This design comes from an exercise in tuning for small area, a short achievable clock period and few clock cycles per item on the open sky130 flow, not from production work.
Function was checked by simulation only, so behaviour that the tests miss may differ from the original.
Power figures rest on the tool's default switching activity, not on a simulated workload.

===== design/flow/run.sh =====
#!/bin/bash
# synth_recipe.tcl (not shown) runs the flow's synth.tcl, then flattens the netlist and writes it again
# the make line also repeats each setting of config.mk as NAME=value (left out here)
make -C /OpenROAD-flow-scripts/flow DESIGN_CONFIG=/design/flow/config.mk WORK_HOME=/design/flow/orfs CLKGATE_MAP_FILE= SYNTH_SCRIPT=/design/flow/synth_recipe.tcl finish

===== design/flow/config.mk =====
export PLATFORM = sky130hd
export DESIGN_NAME = peer_retry_backoff_scheduler_top
export DESIGN_NICKNAME = peer_retry_backoff_scheduler_top
export VERILOG_FILES = /design/flow/design.v
export SDC_FILE = /design/flow/constraint.sdc
export NUM_CORES = 4
export LEC_CHECK = 0
export CAP_MARGIN = 20
export CORE_MARGIN = 2
export CORE_UTILIZATION = 40
export SLEW_MARGIN = 20

===== design/flow/constraint.sdc =====
create_clock -name core_clock -period 10.0 [get_ports {clk}]
set_input_delay 2.0000 -clock core_clock [delete_from_list [all_inputs] [get_ports {clk}]]
set_output_delay 2.0000 -clock core_clock [all_outputs]
set_load 0.01 [all_outputs]

===== design/flow/design.v =====
package prbs_pkg;
  localparam int OPC_W      = 2;
  localparam int MAC_W      = 48;
  localparam int LEN_W      = 10;
  localparam int TIME_W     = 32;
  localparam int RET_W      = 4;
  localparam int BASE_W     = 10;
  localparam int CAP_W      = 16;
  localparam int KIND_W     = 2;
  localparam int ERR_W      = 2;
  localparam int PIDX_W     = 3;
  localparam int SLEN_W     = 8;
  localparam int SHIFT_W    = BASE_W + (1 << RET_W) - 1;
  localparam int IN_DATA_W  = 96;
  localparam int OUT_DATA_W = 64;
  localparam int CFG_IDX_W  = 2;
  localparam int CFG_DATA_W = 16;
  localparam int MAX_RESULTS = 8;
  localparam int EMIT_CNT_W  = $clog2(MAX_RESULTS + 1);
  localparam logic [OPC_W-1:0] OP_SEND     = 2'd0;
  localparam logic [OPC_W-1:0] OP_COMPLETE = 2'd1;
  localparam logic [OPC_W-1:0] OP_TICK     = 2'd2;
  localparam logic [KIND_W-1:0] KIND_TRANSMIT   = 2'd0;
  localparam logic [KIND_W-1:0] KIND_RETRANSMIT = 2'd1;
  localparam logic [KIND_W-1:0] KIND_REJECT     = 2'd2;
  localparam logic [ERR_W-1:0] ERR_NONE = 2'd0;
  localparam logic [ERR_W-1:0] ERR_ZERO = 2'd1;
  localparam logic [ERR_W-1:0] ERR_LONG = 2'd2;
  localparam logic [ERR_W-1:0] ERR_FULL = 2'd3;
  localparam logic [CFG_IDX_W-1:0] CFG_RETRY_LIMIT  = 2'd0;
  localparam logic [CFG_IDX_W-1:0] CFG_BACKOFF_BASE = 2'd1;
  localparam logic [CFG_IDX_W-1:0] CFG_BACKOFF_CAP  = 2'd2;
  localparam logic [RET_W-1:0]  RETRY_LIMIT_RST  = 4'd5;
  localparam logic [BASE_W-1:0] BACKOFF_BASE_RST = 10'd30;
  localparam logic [CAP_W-1:0]  BACKOFF_CAP_RST  = 16'd500;
  typedef struct packed {
    logic [KIND_W-1:0] kind;
    logic [ERR_W-1:0]  error_code;
    logic [PIDX_W-1:0] peer_index;
    logic [MAC_W-1:0]  dest_mac;
    logic [SLEN_W-1:0] send_length;
    logic              last;
  } result_t;
  typedef struct packed {
    logic load;
    logic scan_step;
    logic send_commit;
    logic comp_commit;
    logic tick_step;
    logic flush;
  } dp_cmd_t;
  typedef struct packed {
    logic [OPC_W-1:0] op;
    logic             scan_last;
    logic             tick_emit;
    logic             pend_valid;
    logic             out_free;
    logic             emit_full;
  } dp_status_t;
endpackage
module prbs_ctrl (
  input  logic                        clk,
  input  logic                        rst,
  input  logic                        in_valid,
  output logic                        in_ready,
  input  logic [prbs_pkg::OPC_W-1:0]  in_opcode,
  input  prbs_pkg::dp_status_t        status,
  output prbs_pkg::dp_cmd_t           cmd
);
  typedef enum logic [2:0] {
    S_IDLE,
    S_SCAN,
    S_ACT,
    S_TICK,
    S_FLUSH
  } state_t;
  state_t state;
  state_t state_next;
  assign in_ready = (state == S_IDLE);
  always_comb begin
    cmd        = '0;
    state_next = state;
    unique case (state)
      S_IDLE: begin
        if (in_valid) begin
          cmd.load = 1'b1;
          unique case (in_opcode)
            prbs_pkg::OP_SEND,
            prbs_pkg::OP_COMPLETE: state_next = S_SCAN;
            prbs_pkg::OP_TICK:     state_next = S_TICK;
            default:               state_next = S_FLUSH;
          endcase
        end
      end
      S_SCAN: begin
        cmd.scan_step = 1'b1;
        if (status.scan_last) begin
          state_next = S_ACT;
        end
      end
      S_ACT: begin
        if (status.op == prbs_pkg::OP_COMPLETE) begin
          cmd.comp_commit = 1'b1;
          state_next      = S_IDLE;
        end else if (status.out_free) begin
          cmd.send_commit = 1'b1;
          state_next      = S_IDLE;
        end
      end
      S_TICK: begin
        priority if (status.emit_full) begin
          state_next = S_FLUSH;
        end else if (status.tick_emit && status.pend_valid && !status.out_free) begin
          state_next = S_TICK;
        end else begin
          cmd.tick_step = 1'b1;
          if (status.scan_last) begin
            state_next = S_FLUSH;
          end
        end
      end
      S_FLUSH: begin
        if (!status.pend_valid) begin
          state_next = S_IDLE;
        end else if (status.out_free) begin
          cmd.flush  = 1'b1;
          state_next = S_IDLE;
        end
      end
      default: state_next = S_IDLE;
    endcase
  end
  always_ff @(posedge clk) begin
    if (rst) begin
      state <= S_IDLE;
    end else begin
      state <= state_next;
    end
  end
endmodule
module prbs_dp #(
  parameter int PEER_SLOTS  = 8,
  parameter int PAYLOAD_MAX = 250
) (
  input  logic                              clk,
  input  logic                              rst,
  input  logic                              cfg_we,
  input  logic [prbs_pkg::CFG_IDX_W-1:0]    cfg_index,
  input  logic [prbs_pkg::CFG_DATA_W-1:0]   cfg_data,
  input  logic [prbs_pkg::OPC_W-1:0]        in_opcode,
  input  logic [prbs_pkg::MAC_W-1:0]        in_mac,
  input  logic [prbs_pkg::LEN_W-1:0]        in_length,
  input  logic                              in_send_ok,
  input  logic [prbs_pkg::TIME_W-1:0]       in_now,
  input  prbs_pkg::dp_cmd_t                 cmd,
  output prbs_pkg::dp_status_t              status,
  output logic                              out_valid,
  input  logic                              out_ready,
  output prbs_pkg::result_t                 out_res
);
  localparam int IW  = (PEER_SLOTS > 1) ? $clog2(PEER_SLOTS) : 1;
  localparam int SLW = $clog2(PAYLOAD_MAX + 1);
  localparam int EMIT_CNT_W = prbs_pkg::EMIT_CNT_W;
  localparam int LEN_W      = prbs_pkg::LEN_W;
  localparam int PIDX_W     = prbs_pkg::PIDX_W;
  localparam int RET_W      = prbs_pkg::RET_W;
  localparam int SHIFT_W    = prbs_pkg::SHIFT_W;
  localparam int SLEN_W     = prbs_pkg::SLEN_W;
  localparam int TIME_W     = prbs_pkg::TIME_W;
  logic [prbs_pkg::RET_W-1:0]  retry_limit;
  logic [prbs_pkg::BASE_W-1:0] backoff_base;
  logic [prbs_pkg::CAP_W-1:0]  backoff_cap;
  logic                         slot_used  [PEER_SLOTS];
  logic                         slot_armed [PEER_SLOTS];
  logic [prbs_pkg::MAC_W-1:0]   slot_mac   [PEER_SLOTS];
  logic [SLW-1:0]               slot_len   [PEER_SLOTS];
  logic [prbs_pkg::RET_W-1:0]   slot_rem   [PEER_SLOTS];
  logic [prbs_pkg::TIME_W-1:0]  slot_due   [PEER_SLOTS];
  logic [prbs_pkg::OPC_W-1:0]   item_op;
  logic [prbs_pkg::MAC_W-1:0]   item_mac;
  logic [prbs_pkg::LEN_W-1:0]   item_len;
  logic                         item_ok;
  logic [prbs_pkg::TIME_W-1:0]  item_now;
  logic [IW-1:0]                idx;
  logic                         hit;
  logic [IW-1:0]                hit_idx;
  logic                         free_hit;
  logic [IW-1:0]                free_idx;
  logic [prbs_pkg::EMIT_CNT_W-1:0] emit_cnt;
  logic                         pend_valid;
  prbs_pkg::result_t            pend;
  logic [IW-1:0]                rd;
  logic                         s_used;
  logic                         s_armed;
  logic [prbs_pkg::MAC_W-1:0]   s_mac;
  logic [SLW-1:0]               s_len;
  logic [prbs_pkg::RET_W-1:0]   s_rem;
  logic [prbs_pkg::TIME_W-1:0]  s_due;
  logic [prbs_pkg::TIME_W-1:0]  t_diff;
  logic                         t_consider;
  logic                         t_due;
  logic                         tick_emit;
  logic                         tick_disarm;
  logic [prbs_pkg::RET_W-1:0]   rem_dec;
  logic [prbs_pkg::RET_W-1:0]   c_rem;
  logic [prbs_pkg::RET_W-1:0]   d_rem;
  logic [prbs_pkg::CAP_W-1:0]   delay;
  logic [prbs_pkg::TIME_W-1:0]  new_due;
  logic [prbs_pkg::ERR_W-1:0]   send_err;
  logic [IW-1:0]                widx;
  logic                         out_free;
  function automatic logic [prbs_pkg::CAP_W-1:0] backoff(
    input logic [prbs_pkg::RET_W-1:0]  rem,
    input logic [prbs_pkg::RET_W-1:0]  maxr,
    input logic [prbs_pkg::BASE_W-1:0] base,
    input logic [prbs_pkg::CAP_W-1:0]  cap
  );
    logic [prbs_pkg::RET_W-1:0]   used_n;
    logic [prbs_pkg::SHIFT_W-1:0] v;
    used_n = maxr - rem;
    v = SHIFT_W'(base) << used_n;
    if (rem > maxr) begin
      backoff = cap;
    end else if (v > SHIFT_W'(cap)) begin
      backoff = cap;
    end else begin
      backoff = v[prbs_pkg::CAP_W-1:0];
    end
  endfunction
  assign rd      = cmd.comp_commit ? hit_idx : idx;
  assign s_used  = slot_used[rd];
  assign s_armed = slot_armed[rd];
  assign s_mac   = slot_mac[rd];
  assign s_len   = slot_len[rd];
  assign s_rem   = slot_rem[rd];
  assign s_due   = slot_due[rd];
  assign t_diff      = item_now - s_due;
  assign t_due       = !t_diff[prbs_pkg::TIME_W-1];
  assign t_consider  = s_used && s_armed;
  assign tick_emit   = t_consider && (s_len != '0) && t_due && (s_rem != '0);
  assign tick_disarm = t_consider && ((s_len == '0) || (t_due && (s_rem == '0)));
  assign rem_dec     = s_rem - RET_W'(1);
  assign c_rem       = (s_rem == '0) ? retry_limit : s_rem;
  assign d_rem       = cmd.comp_commit ? c_rem : rem_dec;
  assign delay       = backoff(d_rem, retry_limit, backoff_base, backoff_cap);
  assign new_due     = item_now + TIME_W'(delay);
  assign widx        = hit ? hit_idx : free_idx;
  assign out_free    = !out_valid || out_ready;
  always_comb begin
    priority if (item_len == '0) begin
      send_err = prbs_pkg::ERR_ZERO;
    end else if (item_len > LEN_W'(PAYLOAD_MAX)) begin
      send_err = prbs_pkg::ERR_LONG;
    end else if (!hit && !free_hit) begin
      send_err = prbs_pkg::ERR_FULL;
    end else begin
      send_err = prbs_pkg::ERR_NONE;
    end
  end
  assign status.op         = item_op;
  assign status.scan_last  = (idx == IW'(PEER_SLOTS - 1));
  assign status.tick_emit  = tick_emit;
  assign status.pend_valid = pend_valid;
  assign status.out_free   = out_free;
  assign status.emit_full  = (emit_cnt == EMIT_CNT_W'(prbs_pkg::MAX_RESULTS));
  always_ff @(posedge clk) begin
    if (rst) begin
      retry_limit  <= prbs_pkg::RETRY_LIMIT_RST;
      backoff_base <= prbs_pkg::BACKOFF_BASE_RST;
      backoff_cap  <= prbs_pkg::BACKOFF_CAP_RST;
    end else if (cfg_we) begin
      unique case (cfg_index)
        prbs_pkg::CFG_RETRY_LIMIT:  retry_limit  <= cfg_data[prbs_pkg::RET_W-1:0];
        prbs_pkg::CFG_BACKOFF_BASE: backoff_base <= cfg_data[prbs_pkg::BASE_W-1:0];
        prbs_pkg::CFG_BACKOFF_CAP:  backoff_cap  <= cfg_data[prbs_pkg::CAP_W-1:0];
        default: ;
      endcase
    end
  end
  always_ff @(posedge clk) begin
    if (rst) begin
      for (int i = 0; i < PEER_SLOTS; i++) begin
        slot_used[i]  <= 1'b0;
        slot_armed[i] <= 1'b0;
      end
    end else begin
      if (cmd.send_commit && send_err == prbs_pkg::ERR_NONE) begin
        slot_used[widx]  <= 1'b1;
        slot_armed[widx] <= 1'b0;
      end
      if (cmd.comp_commit && hit) begin
        if (item_ok) begin
          slot_armed[hit_idx] <= 1'b0;
        end else if (s_len != '0) begin
          slot_armed[hit_idx] <= 1'b1;
        end
      end
      if (cmd.tick_step && tick_disarm) begin
        slot_armed[idx] <= 1'b0;
      end
    end
  end
  always_ff @(posedge clk) begin
    if (cmd.send_commit && send_err == prbs_pkg::ERR_NONE) begin
      if (!hit) begin
        slot_mac[widx] <= item_mac;
      end
      slot_len[widx] <= SLW'(item_len);
      slot_rem[widx] <= '0;
      slot_due[widx] <= '0;
    end
    if (cmd.comp_commit && hit) begin
      if (item_ok) begin
        slot_rem[hit_idx] <= '0;
      end else if (s_len != '0) begin
        slot_rem[hit_idx] <= c_rem;
        slot_due[hit_idx] <= new_due;
      end
    end
    if (cmd.tick_step && tick_emit) begin
      slot_rem[idx] <= rem_dec;
      slot_due[idx] <= new_due;
    end
  end
  always_ff @(posedge clk) begin
    if (cmd.load) begin
      item_op  <= in_opcode;
      item_mac <= in_mac;
      item_len <= in_length;
      item_ok  <= in_send_ok;
      item_now <= in_now;
      idx      <= '0;
      hit      <= 1'b0;
      free_hit <= 1'b0;
      emit_cnt <= '0;
    end else begin
      if (cmd.scan_step) begin
        if (!hit && s_used && s_mac == item_mac) begin
          hit     <= 1'b1;
          hit_idx <= idx;
        end
        if (!free_hit && !s_used) begin
          free_hit <= 1'b1;
          free_idx <= idx;
        end
        idx <= idx + IW'(1);
      end
      if (cmd.tick_step) begin
        if (tick_emit) begin
          emit_cnt <= emit_cnt + EMIT_CNT_W'(1);
        end
        idx <= idx + IW'(1);
      end
    end
  end
  always_ff @(posedge clk) begin
    if (rst) begin
      pend_valid <= 1'b0;
      out_valid  <= 1'b0;
    end else begin
      if (cmd.send_commit) begin
        out_valid        <= 1'b1;
        out_res.last     <= 1'b1;
        out_res.dest_mac <= item_mac;
        if (send_err == prbs_pkg::ERR_NONE) begin
          out_res.kind        <= prbs_pkg::KIND_TRANSMIT;
          out_res.error_code  <= prbs_pkg::ERR_NONE;
          out_res.peer_index  <= PIDX_W'(widx);
          out_res.send_length <= item_len[prbs_pkg::SLEN_W-1:0];
        end else begin
          out_res.kind        <= prbs_pkg::KIND_REJECT;
          out_res.error_code  <= send_err;
          out_res.peer_index  <= '0;
          out_res.send_length <= '0;
        end
      end else if (cmd.flush && pend_valid) begin
        out_valid           <= 1'b1;
        out_res.kind        <= pend.kind;
        out_res.error_code  <= pend.error_code;
        out_res.peer_index  <= pend.peer_index;
        out_res.dest_mac    <= pend.dest_mac;
        out_res.send_length <= pend.send_length;
        out_res.last        <= 1'b1;
      end else if (cmd.tick_step && tick_emit && pend_valid) begin
        out_valid <= 1'b1;
        out_res   <= pend;
      end else if (out_ready) begin
        out_valid <= 1'b0;
      end
      if (cmd.tick_step && tick_emit) begin
        pend_valid       <= 1'b1;
        pend.kind        <= prbs_pkg::KIND_RETRANSMIT;
        pend.error_code  <= prbs_pkg::ERR_NONE;
        pend.peer_index  <= PIDX_W'(idx);
        pend.dest_mac    <= s_mac;
        pend.send_length <= SLEN_W'(s_len);
        pend.last        <= 1'b0;
      end else if (cmd.flush) begin
        pend_valid <= 1'b0;
      end
    end
  end
endmodule
module peer_retry_backoff_scheduler_top #(
  parameter int PEER_SLOTS  = 8,
  parameter int PAYLOAD_MAX = 250
) (
  input  logic                             clk,
  input  logic                             rst,
  input  logic                             s_tvalid,
  output logic                             s_tready,
  input  logic [prbs_pkg::IN_DATA_W-1:0]   s_tdata,
  input  logic [prbs_pkg::OPC_W-1:0]       s_tuser,
  output logic                             m_tvalid,
  input  logic                             m_tready,
  output logic [prbs_pkg::OUT_DATA_W-1:0]  m_tdata,
  output logic [prbs_pkg::KIND_W-1:0]      m_tuser,
  output logic                             m_tlast,
  input  logic                             cfg_valid,
  output logic                             cfg_ready,
  input  logic [prbs_pkg::CFG_IDX_W-1:0]   cfg_index,
  input  logic [prbs_pkg::CFG_DATA_W-1:0]  cfg_data
);
  prbs_pkg::dp_cmd_t    cmd;
  prbs_pkg::dp_status_t status;
  prbs_pkg::result_t    res;
  assign cfg_ready = 1'b1;
  prbs_ctrl u_ctrl (
    .clk       (clk),
    .rst       (rst),
    .in_valid  (s_tvalid),
    .in_ready  (s_tready),
    .in_opcode (s_tuser),
    .status    (status),
    .cmd       (cmd)
  );
  prbs_dp #(
    .PEER_SLOTS  (PEER_SLOTS),
    .PAYLOAD_MAX (PAYLOAD_MAX)
  ) u_dp (
    .clk        (clk),
    .rst        (rst),
    .cfg_we     (cfg_valid && cfg_ready),
    .cfg_index  (cfg_index),
    .cfg_data   (cfg_data),
    .in_opcode  (s_tuser),
    .in_mac     (s_tdata[47:0]),
    .in_length  (s_tdata[57:48]),
    .in_send_ok (s_tdata[58]),
    .in_now     (s_tdata[90:59]),
    .cmd        (cmd),
    .status     (status),
    .out_valid  (m_tvalid),
    .out_ready  (m_tready),
    .out_res    (res)
  );
  assign m_tdata = {3'b000, res.send_length, res.dest_mac, res.peer_index, res.error_code};
  assign m_tuser = res.kind;
  assign m_tlast = res.last;
endmodule

==> results.txt <==
cell families after synthesis:
kind of cell    Yosys count  synth area share
compound gates          560            0.0910
mux                     264            0.0820
other cells               2          0.000169
flops                  1018             0.677
simple gates            814            0.0888
buf+inv                 221            0.0225
fa+ha+maj                75            0.0215
xor+xnor                 82            0.0168
cells in the final DEF (no fill, tap or decap), types with 51 or more instances in the layout:
master	n
a211oi_1	58
a21oi_1	130
a311oi_1	51
a32o_1	51
buf_4	105
clkbuf_16	108
clkdlybuf4s50_1	180
dfxtp_1	51
edfxtp_1	966
ha_1	72
mux2i_1	153
mux4_2	75
nand2_1	340
nand2b_1	111
nand3_1	93
nor2_1	108
o21ai_0	93
xor2_1	52
power groups by stage:
stage | clock network [mW] | logic, mW | registers (mW)
final | 3.78 | 2.77 | 4.91
after global routing | 4.02 | 3.02 | 4.91
after CTS | 3.87 | 2.75 | 4.91
after detailed placement | 0 | 2.73 | 4.99
after global placement | 0 | 2.72 | 4.99
after floorplan | 0 | 1.90 | 4.94
worst paths after layout:
check	cells after the start	slack (ns)	startpoint	endpoint
max reg2reg	42	0.69	u_dp.item_op[1]$_DFFE_PP_	u_dp.slot_due[3][22]$_DFFE_PP_
max	42	0.69	u_dp.item_op[1]$_DFFE_PP_	u_dp.slot_due[3][22]$_DFFE_PP_
min	2	0.47	u_dp.backoff_cap[13]$_SDFFE_PP0P_	u_dp.backoff_cap[13]$_SDFFE_PP0P_
min reg2reg	2	0.47	u_dp.backoff_cap[13]$_SDFFE_PP0P_	u_dp.backoff_cap[13]$_SDFFE_PP0P_
routing by layer:
layer / global-route usage / vias to the layer above
met4: 0.0626 / 2
met5: 0 / -
met3: 0.0281 / 191
met2: 0.345 / 817
li1: - / 12266
met1: 0.260 / 13540
cell type report:
| class | count | area [sq um] |
|---|---|---|
| timing repair buffer | 292 | 2690 |
| fill | 9497 | 58700 |
| tap | 1488 | 1860 |
| clock buffer | 132 | 2790 |
| multi-input combinational | 1799 | 13600 |
| clock inverter | 58 | 515 |
| sequential | 1018 | 30100 |
| inverter | 40 | 153 |
stage by stage:
step                setup TNS [ns]  cell area (sq um)
floorplan                        0              44400
global placement                 0              48200
detailed placement          -0.755              48200
CTS                              0              51600
global route                     0              51700
finish                           0              51700
worst min-delay path, stage by stage (launching register included):
cell and delay, ns:
dfxtp_1 0.32, nand2_1 0.05, a21oi_1 0.05
registers in the layout, indices dropped and copies added, names as in the netlist, 4 cells and up:
signal	flops
u_dp.slot_due	256
u_dp.emit_cnt	4
u_dp.slot_mac	384
u_dp.slot_len	64
u_dp.slot_rem	32
u_dp.item_now	32
u_dp.retry_limit	4
u_dp.item_len	10
u_dp.backoff_cap	16
u_dp.item_mac	48
u_dp.out_res	64
u_dp.backoff_base	10
u_dp.slot_used	8
u_dp.slot_armed	8
u_dp.pend	59
repair_timing:
action / in CTS / in global routing
pin swaps: 0 / 3
buffers inserted: 3 / 5
setup endpoints to repair: 64 / 148
resized for setup: 3 / 24
cloned: 0 / 0
==> impl_metrics.ini <==
[die]
start_util = 0.402
dieArea_sq_mm = 0.114
ioPinCount = 191
rows = 122
die_h_microns = 337
die_w_microns = 337
core_area_sq_mm = 0.110

[synthesis]
synth_cell_type_count = 94
synth_top_area_cell = edfxtp_1
syn_inst = 3036
yosys_warnings = 2
post-synth-top-count-cell = edfxtp_1
synth.yosys.seq_area_share = 0.677
syn_area_sq_mm = 0.0444
synth.area.top_cells = edfxtp_1 65%, mux4_2 3.8%, mux2i_1 3.5%
synthTopCellsByCount = 966 x edfxtp_1, 341 x nand2_1, 157 x mux2i_1
synthArstFlopShare = 0
synth_seq_cells = 1018
avgSynthCellArea_sq_um = 14.6
synth_top_area_share = 0.654
synthFlopType = edfxtp_1
synth_edf_count = 966

[drt]
drtIter0Drc = 2328
route.met2.wl_microns = 57000
drtPass1Iterations = 8
top_layer_used = met5
vias = 26816
totalWireLength_microns = 114000
wl_per_cell_microns = 23.7
wl_met1_microns = 48300
drc = 0
antenna_left = 0
met3_length_microns = 5930
vias_per_cell = 5.56

[critical_path]
crit_buf_inv = 6
crit_family = compound AO/OA/AOI/OAI gates
critPathArrivalTime_ns = 9.79
worstSetupStartpointType = flop
required_ns = 10.49
crit_path_top_delay_cell = fa_2
critPathMaxStageDelay_ns = 0.51
crit_top_cell = o21ai_0
cp-end-kind = flop
worstPathMaxFanout = 30
critical_path_class = flop to flop

[cts]
cts_hold_buf = 0
clock_sinks = 1018
cts_htree_levels = 3
root_buffer = clkbuf_16
clkLatencyLatePin_ns = 0.71
cts_tree = done
cts-buffers-inserted = 107
clockBufferDepth = 3
cts.clk_slew.worst_paths_ns = 0.06

[sta]
fin_crit_ns = 9.31
final_max_slew_viol_count = 0
hold_viol = 0
fmax_ghz = 0.107
fin_skew_ns = 0.0382
rsz0062_at_grt = false
max-slew-margin-rel = 0.256
worst_slack_ns = 0.695
fin_crit_sh = 0.931
hold_ws_ns = 0.470
setup_viol = 0
worstMarginPinSlew_ns = 1.11

[global_routing]
antenna_found_initial = 3
grt_pass1_wl_microns = 169000
grt_start_max_net_pins = 93
grt_use_total = 0.200
first_global_vias = 26569
gr-total-overflow = 0

[placement]
port_buffers = 181
placed_cells = 4628
post-dp-hpwl_microns = 67700
place_congestion = 0.848
pre_cts_ws_ns = -0.0430

[power_and_ir_drop]
power_density_mw_per_mm2 = 222
comb_power_share = 0.242
seq_power_share = 0.428
pwr-share-clk = 0.330
p_sw_frac = 0.297
leakage_nw = 16.3
p_switching_mw = 3.40
p_total_mw = 11.5
ir_worst_vdd_uv = 153
p_int_mw = 8.05

[finish]
drive_gt1_frac = 0.135
diodes = 0
nets = 3454
fin_util = 0.468
fin_cells = 4827
syn_to_final_growth_pct = 16.5

[status]
status = timing/DRC/antenna clean

[job]
maxCapViolCount = 0

[worst_hold_path]
min_path_type = flop to flop
Testbench counts, summed over its fixed seeds: cycles 78,896, items 8,000.

port drivers added, routing unchanged:
In the flow no input, the clock included, has a driving cell. The finished layout below was timed again as built, in two steps.
Step 1, drivers: a clkbuf_16 drives clk and a buf_2 each remaining input, both assumed.
Step 2 moves the port delays by t, midway between the first and last clock arrival at a register: inputs arrive t later, outputs are due t later. That takes back most of the time a late clock gives input paths.
a / b / c = no drivers / after step 1 / after step 2; a / b = the first two.
t (ns): 0.763
setup slack, ns: 0.695 / 0.695 / 0.695
worst setup path after step 2: register to register
latest minus earliest clock arrival (ns): 0.038 / 0.038
pins driven straight from the clock port: 1
After both steps this run still meets setup and hold. The setup slack of this run moves by 0.000 ns with the drivers and by 0.000 ns with both steps.
